Context: an optimization exercise on an open-source flow, tuned for small area. The choices shown serve that exercise and are no tape-out recipe. Function was checked by simulation only, so behaviour that the tests miss may differ from the original. No activity file was given, so power comes from the tool's default toggle rates.

File: design/flow/run.sh
#!/bin/bash
# synth_recipe.tcl (not shown) runs the flow's synth.tcl, then flattens the netlist and writes it again
# the make line also repeats each setting of config.mk as NAME=value (left out here)
make -C /OpenROAD-flow-scripts/flow DESIGN_CONFIG=/design/flow/config.mk WORK_HOME=/design/flow/orfs CLKGATE_MAP_FILE= SYNTH_SCRIPT=/design/flow/synth_recipe.tcl finish
File: design/flow/config.mk
export PLATFORM = sky130hd
export DESIGN_NAME = reg_file
export DESIGN_NICKNAME = reg_file
export VERILOG_FILES = /design/flow/design.v
export SDC_FILE = /design/flow/constraint.sdc
export NUM_CORES = 4
export LEC_CHECK = 0
export CAP_MARGIN = 20
export CORE_MARGIN = 2
export CORE_UTILIZATION = 35
export SLEW_MARGIN = 20
export SYNTH_HIERARCHICAL = 1
File: design/flow/constraint.sdc
create_clock -name core_clock -period 9.0 [get_ports {clk}]
set_input_delay 1.8000 -clock core_clock [delete_from_list [all_inputs] [get_ports {clk}]]
set_output_delay 1.8000 -clock core_clock [all_outputs]
set_load 0.01 [all_outputs]
File: design/flow/design.v
package cpu_pkg;
   localparam int unsigned DATA_W   = 32;
   localparam int unsigned ADDR_W   = 5;
   localparam int unsigned NUM_REGS = 2 ** ADDR_W;
   typedef logic [ADDR_W-1:0] reg_addr_t;
   function automatic reg_addr_t dst_sel(input reg_addr_t in0,
                                         input reg_addr_t in1,
                                         input logic      sel);
      dst_sel = sel ? in1 : in0;
   endfunction
endpackage
module reg_file_row
#(
   parameter int unsigned DATA_W = cpu_pkg::DATA_W
) (
   input  logic              clk,
   input  logic              en,
   input  logic              en_n,
   input  logic [DATA_W-1:0] d,
   output logic [DATA_W-1:0] q
);
   always_ff @(posedge clk) begin
      q <= ({DATA_W{en}} & d) | ({DATA_W{en_n}} & q);
   end
endmodule
module reg_file_aoi3
#(
   parameter int unsigned DATA_W = cpu_pkg::DATA_W
) (
   input  logic [2:0]          sel,
   input  logic [3*DATA_W-1:0] d,
   output logic [DATA_W-1:0]   y
);
   assign y = ~(({DATA_W{sel[0]}} & d[0*DATA_W +: DATA_W]) |
                ({DATA_W{sel[1]}} & d[1*DATA_W +: DATA_W]) |
                ({DATA_W{sel[2]}} & d[2*DATA_W +: DATA_W]));
endmodule
module reg_file_rdport
#(
   parameter int unsigned DATA_W = cpu_pkg::DATA_W,
   parameter int unsigned N      = 31
) (
   input  logic [N-1:0]        sel,
   input  logic [N*DATA_W-1:0] d,
   output logic [DATA_W-1:0]   q
);
   localparam int unsigned G = N / 3;
   logic [G*DATA_W-1:0] y;
   logic [DATA_W-1:0]   rest;
   for (genvar g = 0; g < G; g++) begin : g_grp
      reg_file_aoi3 #(.DATA_W(DATA_W)) u_aoi (
         .sel (sel[3*g +: 3]),
         .d   (d[3*g*DATA_W +: 3*DATA_W]),
         .y   (y[g*DATA_W +: DATA_W])
      );
   end
   always_comb begin
      rest = '0;
      for (int unsigned i = 3 * G; i < N; i++) begin
         rest = rest | ({DATA_W{sel[i]}} & d[i*DATA_W +: DATA_W]);
      end
      q = rest;
      for (int unsigned g = 0; g < G; g++) begin
         q = q | ~y[g*DATA_W +: DATA_W];
      end
   end
endmodule
module reg_file
#(
   parameter int unsigned DATA_W = cpu_pkg::DATA_W,
   parameter int unsigned ADDR_W = cpu_pkg::ADDR_W
) (
   input  logic              clk,
   input  logic              rst,
   input  logic              we,
   input  logic [ADDR_W-1:0] wa,
   input  logic [DATA_W-1:0] wd,
   input  logic [ADDR_W-1:0] ra1,
   input  logic [ADDR_W-1:0] ra2,
   output logic [DATA_W-1:0] rd1,
   output logic [DATA_W-1:0] rd2
);
   localparam int unsigned DEPTH = 2 ** ADDR_W;
   localparam int unsigned N     = DEPTH - 1;
   logic [N*DATA_W-1:0] mem;
   logic [N-1:0]        vld;
   logic [N-1:0]        wsel;
   logic [N-1:0]        sel1;
   logic [N-1:0]        sel2;
   always_comb begin
      for (int unsigned k = 0; k < N; k++) begin
         wsel[k] = we && (wa == ADDR_W'(k + 1));
         sel1[k] = !rst && vld[k] && (ra1 == ADDR_W'(k + 1));
         sel2[k] = !rst && vld[k] && (ra2 == ADDR_W'(k + 1));
      end
   end
   always_ff @(posedge clk or posedge rst) begin
      if (rst) begin
         vld <= '0;
      end else begin
         vld <= vld | wsel;
      end
   end
   for (genvar k = 0; k < N; k++) begin : g_row
      reg_file_row #(.DATA_W(DATA_W)) u_row (
         .clk  (clk),
         .en   (wsel[k]),
         .en_n (!wsel[k]),
         .d    (wd),
         .q    (mem[k*DATA_W +: DATA_W])
      );
   end
   reg_file_rdport #(.DATA_W(DATA_W), .N(N)) u_rd1 (
      .sel (sel1),
      .d   (mem),
      .q   (rd1)
   );
   reg_file_rdport #(.DATA_W(DATA_W), .N(N)) u_rd2 (
      .sel (sel2),
      .d   (mem),
      .q   (rd2)
   );
endmodule
==> flow_summary.ini, run 1 <==
[critical_path]
end_kind = output pin
path_cells = clkdlybuf4s50_1, nor4b_1, and3_2, a222oi_1, nand4_1, a2111o_1, clkdlybuf4s50_1
critPathLaunchType = input pin
cp_slowest_stage_delay_ns = 1.09
slowest_stage = and3_2
required_ns = 7.20
critPathMaxFanout = 32
cpMostUsedCell = clkdlybuf4s50_1
critPathKind = input pin to output pin
worst_r2r_path_depth = 1
crit_arrival_ns = 5.93

[clocking]
cts_num_sinks = 1023
cts_tree = done
cts_max_level = 3
clockRootBuffer = clkbuf_16
post_cts_resized = 0
hold_buffers = 0
clockBufferDepth = 3
post_cts_buffers = 0
cts_inserted_buffers = 107
insertion_delay_ns = 0.70
clk_transition_reported_paths_ns = 0.06

[synthesis]
synthAdderAreaFrac = 0
yosys_register_bits = 1023
ys_seq_area_frac = 0.4819
synth_compound_area_frac = 0.3765
synthMuxAreaShare = 0
synth-edff-count = 0
netlist.area_leader.share = 0.4638
yosys-top-cells-area = dfxtp_1 46%, a22o_1 19%, a222oi_1 15%, buf_6 8.2%, nand4_1 1.9%
synth_area_sq_um = 42820
synth_most_common_cell = dfxtp_1
avgSynthCellArea_sq_um = 12.16
synthXorXnorAreaFrac = 0
ys_top_cells_by_count = 992 x dfxtp_1, 930 x a22o_1, 640 x a222oi_1
synth_top_cell_by_area = dfxtp_1
synth_cell_type_count = 34
synth-simple-area-share = 0.04973
ys_async_sr_fraction = 0.03030
synth_flop_cell = dfxtp_1
synthCells = 3520
syn-num-nets = 3570
synth_warnings = 9
synth_top_family_by_area = compound AO/OA/AOI/OAI gates

[pwr]
ir_drop_mv = 0.1665
p_total_uw = 12020
leakage_uw = 0.01906
powerDensity_nw_per_um2 = 255.4

[worst_hold_path]
min_path_cells = 1
holdCritPathClass = flop to flop

[timing]
hold_viol = 0
rsz0062_at_grt = false
tightest_slew_ns = 1.309
period_share = 0.8587
finalMaxSlewViolations = 0
max_freq_mhz = 129.4
slew_headroom = 0.1273
setup_viol = 0
fin_crit_ns = 7.728
setup_tns_ns = 0
clock_skew_ns = 0

[floorplanning]
num_io_pins = 114
die_h_um = 353.8
core_area_sq_um = 121600
fp.dieArea_sq_um = 125200
initial_core_util = 0.3523
chipWidth_um = 353.8
rows = 128

[global_route]
grt_max_degree = 33
grt_pass1_vias = 36240
antenna_found_initial = 6
grt_pass1_wl_mm = 266.1
grtUsageTotal = 0.2858
overflow = 0

[routing]
num_vias = 39160
ant_nets = 0
avgRoutedWirePerCell_um = 36.93
first_iter_violations = 10700
drc = 0
routed_wl_mm = 190.4
drtPass1Iterations = 14
post_drt_via_cell_ratio = 7.594

[place]
port_buffers = 113
dpl.hpwl_mm = 107.0
gp_congestion = 0.9465

[finish]
syn2layout_area_growth_pct = 9.886
nNetsFinal = 3497
drive_gt1_frac = 0.1240

[job]
cap_violations = 0

[outcome]
status = timing/DRC/antenna clean
worst paths after layout:
kind,slack [ns],from,end
max,1.27,rst,rd2[19]
min,0.47,vld[2],vld[2]
max reg2reg,8.29,vld[13],vld[13]
min reg2reg,0.47,vld[2],vld[2]
max in group asynchronous,6.48,rst,vld[27]
min in group asynchronous,1.84,rst,vld[4]
stage by stage:
stage	cell area, sq um	setup slack (ns)	instances	hold slack [ns]	util
2_1_floorplan	42820	3.837	3520	0.4330	-
3_3_place_gp	43090	1.703	4950	0.4570	0.3545
6_report	47050	1.272	5157	0.4726	0.3871
4_1_cts	46920	1.633	5151	0.4706	0.3860
3_5_place_dp	43280	1.643	4958	0.4576	0.3561
5_1_grt	47050	1.338	5156	0.4959	0.3871
layer usage:
| metal | wire length (um) | vias to the layer above | GRT usage |
|---|---|---|---|
| li1 | - | 15370 | - |
| met2 | 76680 | 3820 | 0.4067 |
| met5 | 62 | - | 0 |
| met3 | 30740 | 853 | 0.1060 |
| met4 | 11860 | 8 | 0.1456 |
| met1 | 71070 | 19120 | 0.3760 |
kinds of logic (layout without fill, tap and decap cells):
kind of cell | after synthesis | in the layout
AOI/OAI and AO/OA | 1727 | 1727
buffers and inverters | 399 | 410
DFF | 1023 | 1023
and+or+nand+nor | 371 | 371
other | 0 | 1
power by group:
group | internal (uW) | switching [uW] | total, uW | leakage, uW
combinational | 709 | 535 | 1240 | 0.00867
clock | 2680 | 1920 | 4600 | 0.00178
sequential | 5440 | 730 | 6170 | 0.00861
critical path, delay by kind of cell:
kind / cells / cell delay, ns
buffers and inverters: 2 / 1.32
and+or+nand+nor: 3 / 2.31
AOI/OAI and AO/OA: 2 / 0.47
area by class of cell:
class	count	area, sq um
fill	11530	74510
clock inverter	27	414.1
sequential	1023	20630
antenna	1	2.502
multi-input combinational	2098	18620
timing repair buffer	214	2112
inverter	3	11.26
clock buffer	166	3222
tap	1625	2033
flip-flops by register name, indices dropped and copies added, names as in the netlist:
name and flops:
g_row.u_row.q 992, vld 31
layout by cell type, fill, tap and decap left out, types with 62 or more instances in the layout:
cell / count
a222oi_1: 640
a22o_2: 62
clkdlybuf4s50_1: 113
a22o_1: 930
a2111o_1: 64
clkbuf_16: 109
nand4_1: 129
dfxtp_1: 992
buf_4: 88
nand2_1: 85
==> inputs of run 2 (changes only) <==
==> design/flow/flow/run.sh (new file) <==
#!/bin/bash
# The standard layout, with one change to clock tree synthesis: sinks
# are clustered into groups of up to 25 within 80 um, each driven by a
# clkbuf_16, and no dummy balancing loads are added. All output of the
# standard flow goes to standard.log (ORFS's per-step logs are under orfs/).
set -euo pipefail
export CTS_ARGS="-sink_clustering_enable -repair_clock_nets -sink_clustering_size 25 -sink_clustering_max_diameter 80 -buf_list sky130_fd_sc_hd__clkbuf_16 -dont_use_dummy_load"
bash standard.sh finish > standard.log 2>&1
==> design/flow/standard.sh (new file) <==
#!/bin/bash
# synth_recipe.tcl (not shown) runs the flow's synth.tcl, then flattens the netlist and writes it again
# the make line also repeats each setting of config.mk as NAME=value (left out here)
make -C /OpenROAD-flow-scripts/flow DESIGN_CONFIG=/design/flow/config.mk WORK_HOME=/design/flow/orfs CLKGATE_MAP_FILE= SYNTH_SCRIPT=/design/flow/synth_recipe.tcl "${@:-finish}"
--- a/design/flow/config.mk
+++ b/design/flow/config.mk
@@ -9,3 +9,3 @@
 export CORE_MARGIN = 2
-export CORE_UTILIZATION = 35
+export CORE_UTILIZATION = 60
 export SLEW_MARGIN = 20
removed: design/flow/run.sh
==> flow_summary.ini, run 2 <==
[outcome]
status = timing/DRC/antenna clean

[routing]
drtPass1Iterations = 14
avgRoutedWirePerCell_um = 41.86
routed_wl_mm = 183.9
ant_nets = 0
drc = 0
num_vias = 39590
post_drt_via_cell_ratio = 9.009
first_iter_violations = 10070

[synthesis]
yosys_register_bits = 1023
netlist.area_leader.share = 0.4638
synth_area_sq_um = 42820
synth-edff-count = 0
yosys-top-cells-area = dfxtp_1 46%, a22o_1 19%, a222oi_1 15%, buf_6 8.2%, nand4_1 1.9%
synth_top_cell_by_area = dfxtp_1
synth_most_common_cell = dfxtp_1
synth_flop_cell = dfxtp_1
synth_warnings = 9
synthCells = 3520
ys_async_sr_fraction = 0.03030
synth_cell_type_count = 34
ys_top_cells_by_count = 992 x dfxtp_1, 930 x a22o_1, 640 x a222oi_1
avgSynthCellArea_sq_um = 12.16
syn-num-nets = 3570
ys_seq_area_frac = 0.4819

[timing]
clock_skew_ns = 0
hold_viol = 0
fin_crit_ns = 8.181
rsz0062_at_grt = false
tightest_slew_ns = 1.310
setup_tns_ns = 0
slew_headroom = 0.1269
period_share = 0.9090
setup_viol = 0
finalMaxSlewViolations = 0
max_freq_mhz = 122.2

[critical_path]
cpMostUsedCell = clkdlybuf4s50_1
end_kind = output pin
critPathKind = input pin to output pin
path_cells = clkdlybuf4s50_1, nor4_1, and3_1, buf_4, a222oi_1, nand4_1, a2111o_1, clkdlybuf4s50_1
crit_cells = 8
critPathLaunchType = input pin
cp_slowest_stage_delay_ns = 1.16
required_ns = 7.20
critPathMaxFanout = 18
cp_num_buf_inv = 3
worst_r2r_path_depth = 2
crit_arrival_ns = 6.38
cp_top_family = simple AND/OR/NAND/NOR gates
slowest_stage = and3_1

[clocking]
cts_tree = done
hold_buffers = 0
post_cts_resized = 0
clockRootBuffer = clkbuf_16
cts_num_sinks = 1023
clockBufferDepth = 3
post_cts_buffers = 0
cts_max_level = 2
cts_inserted_buffers = 49
clk_transition_reported_paths_ns = 0.07
insertion_delay_ns = 0.67

[floorplanning]
initial_core_util = 0.6083
rows = 97
chipWidth_um = 271.1
core_area_sq_um = 70390
fp.dieArea_sq_um = 73520
num_io_pins = 114
die_h_um = 271.1

[global_route]
grtUsageTotal = 0.4755
antenna_found_initial = 1
grt_pass1_vias = 37780
grt_pass1_wl_mm = 261.2
overflow = 0
grt_max_degree = 33

[pwr]
leakage_uw = 0.01823
ir_drop_mv = 0.1686
powerDensity_nw_per_um2 = 223.3

[finish]
drive_gt1_frac = 0.09673
nNetsFinal = 3505
final_core_util = 0.6272
final_common_cell = dfxtp_1
regMostFlops = g_row.u_row.q
layout_common_cells = 992 x dfxtp_1, 930 x a22o_1, 640 x a222oi_1
largestRegisters = g_row.u_row.q x992, vld x31
syn2layout_area_growth_pct = 3.106
largest_reg_flops = 992

[job]
cap_violations = 0

[worst_hold_path]
holdCritPathClass = flop to flop
min_path_cells = 1

[place]
port_buffers = 113
gp_congestion = 0.9770
dpl.hpwl_mm = 106.3
==> run 2: cell count changes in the layout (fill, tap and decap cells not counted), moves of 8 or more <==
cell and change:
clkbuf_16 -60, and3_2 -46, nand2_1 +13, nand2_2 -13, and3_1 +46, buf_4 +65
clkinv_2 -13, bufinv_16 -8, clkbuf_1 -29, clkbuf_8 -28
==> run 2: per-layer routing <==
metal	track usage	up-vias	wire length, um
met4	0.3336	0	15200
met3	0.1699	877	31400
li1	-	15280	-
met1	0.6112	19190	63900
met5	0.001926	-	0
met2	0.6630	4240	73420
==> run 2: through the flow <==
stage          cell area (sq um)  setup slack [ns]  cells  hold slack [ns]  power, uW
6_report                   44150            0.8186   4394           0.4692       9858
3_5_place_dp               42610             1.083   4331           0.4495       7420
5_1_grt                    44150            0.9952   4393           0.4849      10180
3_3_place_gp               42610             1.086   4331           0.4431       7298
4_1_cts                    43830             1.071   4380           0.4656       9763
2_1_floorplan              42820             3.837   3520           0.4330       6869
==> run 2: worst paths after layout <==
kind | start | to | slack [ns]
hold reg to reg | vld[9] | vld[9] | 0.47
min in group asynchronous | rst | vld[14] | 2.01
hold / removal | vld[9] | vld[9] | 0.47
setup reg to reg | vld[23] | vld[23] | 8.31
max in group asynchronous | rst | vld[20] | 6.64
setup / recovery | rst | rd1[28] | 0.82
==> run 2: worst register-to-register path, cell delays in order, from the launching register on <==
cell and delay [ns]:
dfrtp_1 0.38, inv_1 0.08, o21ai_0 0.09
==> run 2: logic make-up (layout without fill, tap and decap cells) <==
| group | count (synthesis) | count (layout) | synth area share |
|---|---|---|---|
| other | 0 | 1 | 0 |
| AND/OR/NAND/NOR | 371 | 371 | 0.04973 |
| AO/OA/AOI/OAI | 1727 | 1727 | 0.3765 |
| flip-flops | 1023 | 1023 | 0.4819 |
| buffers and inverters | 399 | 332 | 0.09181 |
==> run 2: area by class of cell <==
| cell class | count | area [sq um] |
|---|---|---|
| Antenna cell | 1 | 2.502 |
| Clock buffer | 49 | 1226 |
| Fill cell | 5588 | 26240 |
| Inverter | 3 | 11.26 |
| Multi-Input combinational cell | 2098 | 18500 |
| Sequential cell | 1023 | 20630 |
| Tap cell | 940 | 1176 |
| Timing Repair Buffer | 280 | 2597 |
==> run 2: power by group <==
| part | internal (uW) | total, uW | switching (uW) |
|---|---|---|---|
| combinational | 712 | 1250 | 535 |
| clock | 974 | 2440 | 1470 |
| sequential | 5430 | 6170 | 735 |
| total | 7120 | 9860 | 2740 |
==> inputs of run 3 (changes only) <==
==> design/flow/flow/run.sh (replaced) <==
#!/bin/bash
# The standard layout with two changes:
# - clock tree synthesis clusters sinks into groups of up to 25 within
#   80 um, each driven by a clkbuf_16, and adds no dummy balancing loads;
# - every input and output port still gets a buffer, but a buf_1 rather
#   than the flow's default choice; repair_design resizes it where needed.
# All output of the standard flow goes to standard.log (ORFS's per-step
# logs are under orfs/).
set -euo pipefail
export CTS_ARGS="-sink_clustering_enable -repair_clock_nets -sink_clustering_size 25 -sink_clustering_max_diameter 80 -buf_list sky130_fd_sc_hd__clkbuf_16 -dont_use_dummy_load"
export BUFFER_PORTS_ARGS="-buffer_cell sky130_fd_sc_hd__buf_1"
bash standard.sh finish > standard.log 2>&1
--- a/design/flow/config.mk
+++ b/design/flow/config.mk
@@ -7,6 +7,6 @@
 export LEC_CHECK = 0
-export CAP_MARGIN = 20
+export CAP_MARGIN = 10
 export CORE_MARGIN = 2
 export CORE_UTILIZATION = 60
-export SLEW_MARGIN = 20
+export SLEW_MARGIN = 10
 export SYNTH_HIERARCHICAL = 1
==> flow_summary.ini, run 3 <==
[finish]
fillCellCount = 5627
syn2layout_area_growth_pct = 0.6136
layout_common_cells = 992 x dfxtp_1, 930 x a22o_1, 640 x a222oi_1
largest_reg_flops = 992
nNetsFinal = 3484
final_common_cell = dfxtp_1
regMostFlops = g_row.u_row.q
drive_gt1_frac = 0.09033
seqCellArea_sq_um = 20630
fin_area_sq_um = 43080
multi_input_area_sq_um = 18480
largestRegisters = g_row.u_row.q x992, vld x31

[global_route]
grtUsageTotal = 0.4825
antenna_found_initial = 6
grt_pass1_wl_mm = 263.8
grt_pass1_vias = 38000
grt_max_degree = 33
overflow = 0

[floorplanning]
initial_core_util = 0.6083
core_area_sq_um = 70390
chipWidth_um = 271.1
die_h_um = 271.1
num_io_pins = 114
rows = 97
fp.dieArea_sq_um = 73520

[timing]
tightest_slew_ns = 1.361
fin_crit_ns = 7.251
setup_viol = 0
setup_tns_ns = 0
clock_skew_ns = 0
hold_viol = 0
period_share = 0.8057
slew_headroom = 0.09018
rsz0062_at_grt = false
fin_ws_ns = 1.749
finalMaxSlewViolations = 0
max_freq_mhz = 137.9

[outcome]
status = timing/DRC/antenna clean

[clocking]
clockRootBuffer = clkbuf_16
hold_buffers = 0
cts_max_level = 2
insertion_delay_ns = 0.65
clockBufferDepth = 3
cts_inserted_buffers = 49
post_cts_buffers = 0
post_cts_resized = 0
clk_transition_reported_paths_ns = 0.08
cts_tree = done
cts_num_sinks = 1023

[routing]
num_vias = 39900
post_drt_via_cell_ratio = 9.116
routed_wl_mm = 187.1
first_iter_violations = 10340
avgRoutedWirePerCell_um = 42.75
drtPass1Iterations = 17
ant_nets = 0
drc = 0

[synthesis]
synth_most_common_cell = dfxtp_1
yosys_register_bits = 1023
yosys-top-cells-area = dfxtp_1 46%, a22o_1 19%, a222oi_1 15%, buf_6 8.2%, nand4_1 1.9%
ys_seq_area_frac = 0.4819
synth-edff-count = 0
syn-num-nets = 3570
synth_top_cell_by_area = dfxtp_1
synth_flop_cell = dfxtp_1
ys_top_cells_by_count = 992 x dfxtp_1, 930 x a22o_1, 640 x a222oi_1
synthCells = 3520
netlist.area_leader.share = 0.4638
ys_async_sr_fraction = 0.03030
synth_cell_type_count = 34
avgSynthCellArea_sq_um = 12.16
synth_area_sq_um = 42820
synth_warnings = 9

[place]
dpl.hpwl_mm = 102.5
port_buffers = 113
gp_congestion = 0.9897
dpl_cell_area_sq_um = 41840
dp_slack_ns = 2.042

[pwr]
pwr-share-seq = 0.628
pwr-share-comb = 0.121
swShare = 0.2810
p_switching_uw = 2761
powerDensity_nw_per_um2 = 228.1
p_total_uw = 9826
clockPowerShare = 0.251
leakage_uw = 0.01782
internal_power_uw = 7065
ir_drop_mv = 0.1929

[critical_path]
cp_top_family = simple AND/OR/NAND/NOR gates
crit_arrival_ns = 5.45
cp_num_buf_inv = 3
slowest_stage = and3_1
path_cells = buf_1, nor4b_1, and3_1, buf_4, a222oi_1, nand4_1, a2111o_1, buf_1
cp_slowest_stage_delay_ns = 1.05
end_kind = output pin
cpMostUsedCell = buf_1
critPathLaunchType = input pin
required_ns = 7.20
critPathMaxFanout = 19
critPathKind = input pin to output pin

[job]
cap_violations = 0

[worst_hold_path]
holdCritPathClass = flop to flop
==> run 3: cell counts after synthesis <==
No cell type changed its count.
==> run 3: final timing paths <==
check | start | to | slack [ns] | cells past startpoint
worst max-delay path | rst | rd1[5] | 1.75 | 8
min in group asynchronous | rst | vld[6] | 1.37 | 2
max in group asynchronous | rst | vld[10] | 6.96 | 3
worst min register to register | vld[28] | vld[28] | 0.47 | 1
worst min-delay path | vld[28] | vld[28] | 0.47 | 1
worst max register to register | vld[23] | vld[23] | 8.26 | 2
==> run 3: layout make-up <==
cell class / instances / share of cell area
Sequential cell: 1023 / 0.4790
Multi-Input combinational cell: 2098 / 0.4288
Timing Repair Buffer: 259 / 0.03587
Clock buffer: 49 / 0.02846
Tap cell: 940 / 0.02730
Antenna cell: 5 / 0.0002904
Inverter: 3 / 0.0002614
==> run 3: power groups by stage <==
stage | Clock [uW] | Sequential, uW | Combinational, uW
after floorplan | 0 | 6020 | 847
after global placement | 0 | 6150 | 1100
after detailed placement | 0 | 6210 | 1160
after CTS | 2440 | 6120 | 1160
after global routing | 2590 | 6260 | 1260
final | 2460 | 6170 | 1190
==> run 3: kinds of logic after synthesis <==
| logic type | Yosys count | synth area share |
|---|---|---|
| compound gates | 1727 | 0.3765 |
| flops | 1023 | 0.4819 |
| buf+inv | 399 | 0.09181 |
| simple gates | 371 | 0.04973 |
==> run 3: layer usage <==
| metal | global-route usage | share of wire |
|---|---|---|
| met2 | 0.6710 | 0.39 |
| met1 | 0.6243 | 0.35 |
| met4 | 0.3252 | 0.083 |
| met3 | 0.1760 | 0.17 |
| met5 | 0.005777 | 0.00037 |
==> run 3: metrics by stage <==
stage | cells | hold WS [ns] | utilization
after floorplan | 3520 | 0.4330 | -
after global placement | 4323 | 0.4455 | 0.5944
after detailed placement | 4323 | 0.4555 | 0.5944
after CTS | 4372 | 0.4709 | 0.6118
after global routing | 4372 | 0.4962 | 0.6118
final | 4377 | 0.4729 | 0.6120
==> inputs of run 4 (changes only) <==
==> design/flow/flow/run.sh (replaced) <==
#!/bin/bash
# The standard layout with two changes:
# - clock tree synthesis clusters sinks into groups of up to 28 within
#   85 um, each driven by a clkbuf_16, and adds no dummy balancing loads;
# - every input and output port still gets a buffer, but a buf_1 rather
#   than the flow's default choice; repair_design resizes it where needed.
# All output of the standard flow goes to standard.log (ORFS's per-step
# logs are under orfs/).
set -euo pipefail
export CTS_ARGS="-sink_clustering_enable -repair_clock_nets -sink_clustering_size 28 -sink_clustering_max_diameter 85 -buf_list sky130_fd_sc_hd__clkbuf_16 -dont_use_dummy_load"
export BUFFER_PORTS_ARGS="-buffer_cell sky130_fd_sc_hd__buf_1"
bash standard.sh finish > standard.log 2>&1
==> flow_summary.ini, run 4 <==
[clocking]
insertion_delay_ns = 0.64
clk_transition_reported_paths_ns = 0.08
cts_max_level = 2
cts_num_sinks = 1023
clockRootBuffer = clkbuf_16
post_cts_resized = 0
hold_buffers = 0
cts_tree = done
post_cts_buffers = 0
clockBufferDepth = 3
cts_inserted_buffers = 44

[synthesis]
yosys-top-cells-area = dfxtp_1 46%, a22o_1 19%, a222oi_1 15%, buf_6 8.2%, nand4_1 1.9%
ys_seq_area_frac = 0.4819
synth_most_common_cell = dfxtp_1
synthCells = 3520
ys_async_sr_fraction = 0.03030
synth_area_sq_um = 42820
synth_warnings = 9
yosys_register_bits = 1023
netlist.area_leader.share = 0.4638
syn-num-nets = 3570
synth_flop_cell = dfxtp_1
ys_top_cells_by_count = 992 x dfxtp_1, 930 x a22o_1, 640 x a222oi_1
synth_top_cell_by_area = dfxtp_1
synth_cell_type_count = 34
avgSynthCellArea_sq_um = 12.16
synth-edff-count = 0

[finish]
largest_reg_flops = 992
final_common_cell = dfxtp_1
regMostFlops = g_row.u_row.q
drive_gt1_frac = 0.08926
fin_area_sq_um = 42960
syn2layout_area_growth_pct = 0.3242
final_core_util = 0.6103
nNetsFinal = 3480
fillCellCount = 5652
layout_common_cells = 992 x dfxtp_1, 930 x a22o_1, 640 x a222oi_1
largestRegisters = g_row.u_row.q x992, vld x31

[floorplanning]
rows = 97
core_area_sq_um = 70390
fp.dieArea_sq_um = 73520
die_h_um = 271.1
initial_core_util = 0.6083
chipWidth_um = 271.1
num_io_pins = 114

[place]
dpl.hpwl_mm = 102.5
dpl_cell_area_sq_um = 41840
gp_congestion = 0.9897
port_buffers = 113

[critical_path]
required_ns = 7.20
critPathKind = input pin to output pin
path_cells = buf_1, nor4b_1, and3_1, buf_4, a222oi_1, nand4_1, a2111o_1, buf_1
critPathLaunchType = input pin
critPathMaxFanout = 19
slowest_stage = and3_1
cpMostUsedCell = buf_1
cp_slowest_stage_delay_ns = 1.08
end_kind = output pin
crit_arrival_ns = 5.49

[routing]
routed_wl_mm = 186.3
drtPass1Iterations = 14
avgRoutedWirePerCell_um = 42.64
ant_nets = 0
num_vias = 39640
first_iter_violations = 10280
post_drt_via_cell_ratio = 9.072
drc = 0

[global_route]
antenna_found_initial = 2
grt_max_degree = 33
grt_pass1_wl_mm = 263.6
grt_pass1_vias = 37980
overflow = 0
grtUsageTotal = 0.4824

[outcome]
status = timing/DRC/antenna clean

[timing]
hold_viol = 0
slew_headroom = 0.07969
finalMaxSlewViolations = 0
fin_crit_ns = 7.294
setup_tns_ns = 0
max_freq_mhz = 137.1
rsz0062_at_grt = false
clock_skew_ns = 0
period_share = 0.8105
setup_viol = 0
tightest_slew_ns = 1.377

[job]
cap_violations = 0

[pwr]
ir_drop_mv = 0.1965
powerDensity_nw_per_um2 = 225.3
leakage_uw = 0.01776

[worst_hold_path]
holdCritPathClass = flop to flop
run 4: power breakdown:
part / internal [uW] / total (uW) / switching [uW]
Sequential: 5430 / 6170 / 732
Combinational: 656 / 1190 / 536
Clock: 883 / 2320 / 1440
Total: 6970 / 9680 / 2710
run 4: worst paths after layout:
kind | endpoint | depth (start not counted) | slack [ns] | startpoint
min reg2reg | vld[29] | 1 | 0.48 | vld[29]
max | rd1[2] | 8 | 1.71 | rst
max in group asynchronous | vld[10] | 3 | 6.94 | rst
min in group asynchronous | vld[6] | 2 | 1.39 | rst
max reg2reg | vld[23] | 2 | 8.27 | vld[23]
min | vld[29] | 1 | 0.48 | vld[29]
run 4: kinds of logic after synthesis:
logic type	Yosys count	share of synthesized area
compound gates	1727	0.3765
buf+inv	399	0.09181
flops	1023	0.4819
simple gates	371	0.04973
run 4: critical path, delay by kind of cell:
family	cells	cell delay, ns
buffers and inverters	3	0.91
AO/OA/AOI/OAI	2	0.37
AND/OR/NAND/NOR	3	2.39
run 4: metal layers:
| metal | global-route usage | wire length [um] |
|---|---|---|
| met5 | 0.007702 | 54 |
| met1 | 0.6258 | 64290 |
| met4 | 0.3356 | 15280 |
| met3 | 0.1730 | 32850 |
| met2 | 0.6661 | 73820 |
run 4: stage by stage:
step                total power, uW  hold WS, ns  worst slack, ns  instances
finish                         9680       0.4757            1.706       4369
detailed placement             7366       0.4555            2.042       4323
global route                   9980       0.5036            1.865       4368
global placement               7251       0.4455            2.095       4323
CTS                            9590       0.4742            2.032       4367
floorplan                      6869       0.4330            3.837       3520
run 4: cell type report:
type                    count  area [sq um]  area share
flip-flops and latches   1023         20630      0.4804
multi-input cells        2098         18480      0.4301
repair buffers            260          1556     0.03623
well taps                 940          1176     0.02738
clock buffers              44          1101     0.02563
inverters                   3         11.26   0.0002621
diodes                      1         2.502  0.00005825
==> inputs of run 5 (changes only) <==
==> design/flow/flow/run.sh (replaced) <==
#!/bin/bash
# The standard layout with two changes:
# - clock tree synthesis clusters sinks into groups of up to 25 within
#   80 um, each driven by a clkbuf_16, and adds no dummy balancing loads;
# - every input and output port still gets a buffer, but a buf_1 rather
#   than the flow's default choice; repair_design resizes it where needed;
# - global routing offers the router less of met1 (flow/fastroute.tcl).
# All output of the standard flow goes to standard.log (ORFS's per-step
# logs are under orfs/).
set -euo pipefail
export CTS_ARGS="-sink_clustering_enable -repair_clock_nets -sink_clustering_size 25 -sink_clustering_max_diameter 80 -buf_list sky130_fd_sc_hd__clkbuf_16 -dont_use_dummy_load"
export FASTROUTE_TCL="$(pwd)/flow/fastroute.tcl"
export BUFFER_PORTS_ARGS="-buffer_cell sky130_fd_sc_hd__buf_1"
bash standard.sh finish > standard.log 2>&1
==> design/flow/flow/fastroute.tcl (new file) <==
# Global routing layers as in the platform's fastroute.tcl, but with less of
# met1's capacity offered to the global router, so that signal routes move
# up to met2-met4 and leave met1 to the cells' pin access.
set_global_routing_layer_adjustment $::env(MIN_ROUTING_LAYER)-$::env(MAX_ROUTING_LAYER) 0.2
set_global_routing_layer_adjustment met1 0.6

set_routing_layers -clock $::env(MIN_CLK_ROUTING_LAYER)-$::env(MAX_ROUTING_LAYER)
set_routing_layers -signal $::env(MIN_ROUTING_LAYER)-$::env(MAX_ROUTING_LAYER)
==> flow_summary.ini, run 5 <==
[clocking]
insertion_delay_ns = 0.67
clockRootBuffer = clkbuf_16
hold_buffers = 0
clockBufferDepth = 3
cts_inserted_buffers = 50
cts_num_sinks = 1023
cts_tree = done
cts_max_level = 2
clk_transition_reported_paths_ns = 0.05
post_cts_buffers = 0
post_cts_resized = 0

[timing]
rsz0062_at_grt = false
whs_ns = 0.4652
setup_viol = 0
hold_viol = 0
slew_headroom = 0.1101
setup_tns_ns = 0
fin_crit_ns = 7.264
max_freq_mhz = 137.7
clock_skew_ns = 0
tightest_slew_ns = 1.332
period_share = 0.8071
finalMaxSlewViolations = 0

[synthesis]
netlist.area_leader.share = 0.4638
yosys-top-cells-area = dfxtp_1 46%, a22o_1 19%, a222oi_1 15%, buf_6 8.2%, nand4_1 1.9%
synth-edff-count = 0
ys_top_cells_by_count = 992 x dfxtp_1, 930 x a22o_1, 640 x a222oi_1
synth_warnings = 9
synth_area_sq_um = 42820
synthCells = 3520
synth_flop_cell = dfxtp_1
ys_async_sr_fraction = 0.03030
ys_seq_area_frac = 0.4819
synth_most_common_cell = dfxtp_1
avgSynthCellArea_sq_um = 12.16
synth_cell_type_count = 34
yosys_register_bits = 1023
syn-num-nets = 3570
synth_top_cell_by_area = dfxtp_1

[critical_path]
path_cells = buf_1, nor4b_1, and3_1, buf_4, a222oi_1, nand4_1, a2111o_1, buf_1
critPathKind = input pin to output pin
slowest_stage = and3_1
required_ns = 7.20
crit_arrival_ns = 5.46
cp_num_buf_inv = 3
cp_top_family = simple AND/OR/NAND/NOR gates
end_kind = output pin
cp_slowest_stage_delay_ns = 0.91
critPathMaxFanout = 21
cpMostUsedCell = buf_1
critPathLaunchType = input pin

[routing]
routed_wl_mm = 183.5
ant_nets = 0
first_iter_violations = 5457
avgRoutedWirePerCell_um = 41.85
num_vias = 38950
drtPass1Iterations = 15
drc = 0
post_drt_via_cell_ratio = 8.883

[finish]
layout_common_cells = 992 x dfxtp_1, 930 x a22o_1, 640 x a222oi_1
regMostFlops = g_row.u_row.q
syn2layout_area_growth_pct = 1.046
final_common_cell = dfxtp_1
largest_reg_flops = 992
nNetsFinal = 3491
fin_area_sq_um = 43270
drive_gt1_frac = 0.09276
largestRegisters = g_row.u_row.q x992, vld x31
final_cells = 4385

[pwr]
powerDensity_nw_per_um2 = 226.9
leakage_uw = 0.01789
p_total_uw = 9817
ir_drop_mv = 0.1623

[global_route]
grt_pass1_vias = 41980
antenna_found_initial = 8
grt_max_degree = 33
grtUsageTotal = 0.5858
overflow = 0
grt_pass1_wl_mm = 263.8

[place]
gp_congestion = 1.083
dp_cells = 4321
dpl_cell_area_sq_um = 41820
dpl.hpwl_mm = 102.7
port_buffers = 113

[outcome]
status = timing/DRC/antenna clean

[floorplanning]
rows = 97
fp.dieArea_sq_um = 73520
initial_core_util = 0.6083
chipWidth_um = 271.1
die_h_um = 271.1
num_io_pins = 114
core_area_sq_um = 70390

[job]
cap_violations = 0

[worst_hold_path]
holdCritPathClass = flop to flop
==> run 5: final timing paths <==
| kind | start | endpoint | slack, ns | depth (start not counted) |
|---|---|---|---|---|
| max | ra2[2] | rd2[29] | 1.74 | 8 |
| min reg2reg | vld[2] | vld[2] | 0.47 | 1 |
| max in group asynchronous | rst | vld[2] | 7.14 | 3 |
| min | vld[2] | vld[2] | 0.47 | 1 |
| max reg2reg | vld[23] | vld[23] | 8.29 | 2 |
| min in group asynchronous | rst | vld[22] | 1.49 | 3 |
==> run 5: power by group <==
part	internal (uW)	leakage, uW	switching (uW)
sequential	5430	0.00861	727
combinational	657	0.00867	525
clock	992	0.000616	1480
==> run 5: cells by family after synthesis <==
| kind of cell | synth area share |
|---|---|
| AO/OA/AOI/OAI | 0.3765 |
| flip-flops | 0.4819 |
| buffers and inverters | 0.09181 |
| AND/OR/NAND/NOR | 0.04973 |
==> run 5: worst register-to-register path, delay by kind of cell (launching register included) <==
family / cells / cell delay, ns
buf+inv: 1 / 0.10
flops: 1 / 0.38
compound gates: 1 / 0.10
==> run 5: cell type report <==
| class | instances | area, sq um |
|---|---|---|
| antenna | 6 | 15.01 |
| fill | 5675 | 27130 |
| inverter | 3 | 11.26 |
| sequential | 1023 | 20630 |
| timing repair buffer | 265 | 1700 |
| tap | 940 | 1176 |
| multi-input combinational | 2098 | 18480 |
| clock buffer | 50 | 1251 |
==> run 5: per-stage QoR <==
| stage | worst slack, ns | utilization |
|---|---|---|
| 4_1_cts | 2.046 | 0.6118 |
| 3_3_place_gp | 2.107 | 0.5940 |
| 3_5_place_dp | 2.052 | 0.5940 |
| 5_1_grt | 1.745 | 0.6146 |
| 2_1_floorplan | 3.837 | - |
| 6_report | 1.736 | 0.6146 |
==> run 5: layer usage <==
metal | vias up | share of wire | global-route usage
li1 | 15250 | - | -
met1 | 18540 | 0.30 | 0.7810
met2 | 4245 | 0.41 | 0.6962
met3 | 905 | 0.20 | 0.5169
met4 | 16 | 0.079 | 0.3498
met5 | - | 0.0014 | 0.07766

## afterwards: timing with drivers on the ports
The results above use ideal ports. As a check the final layouts listed here were re-extracted and re-timed, cells and wires unchanged.
Step 1, drivers: a clkbuf_16 drives clk and a buf_2 each remaining input, both assumed.
Step 2 also shifts input and output timing later by t, the mid clock arrival at the registers, as if the neighbouring blocks saw the same clock.
Three values: no drivers, after step 1, after step 2; two values: the first two.
run	shift t [ns]	setup slack, ns	worst setup path at the end
run 1	0.757	1.272 / 1.200 / 1.200	input to output
run 2	0.708	0.819 / 0.793 / 0.793	input to output
run 3	0.720	1.749 / 1.727 / 1.727	input to output
run 4	0.707	1.706 / 1.685 / 1.685	input to output
run 5	0.722	1.736 / 1.711 / 1.711	input to output
After both steps every run listed still meets setup and hold. The setup slack of run 1, which loses most, moves by -0.072 ns with the drivers and by -0.072 ns with both steps.
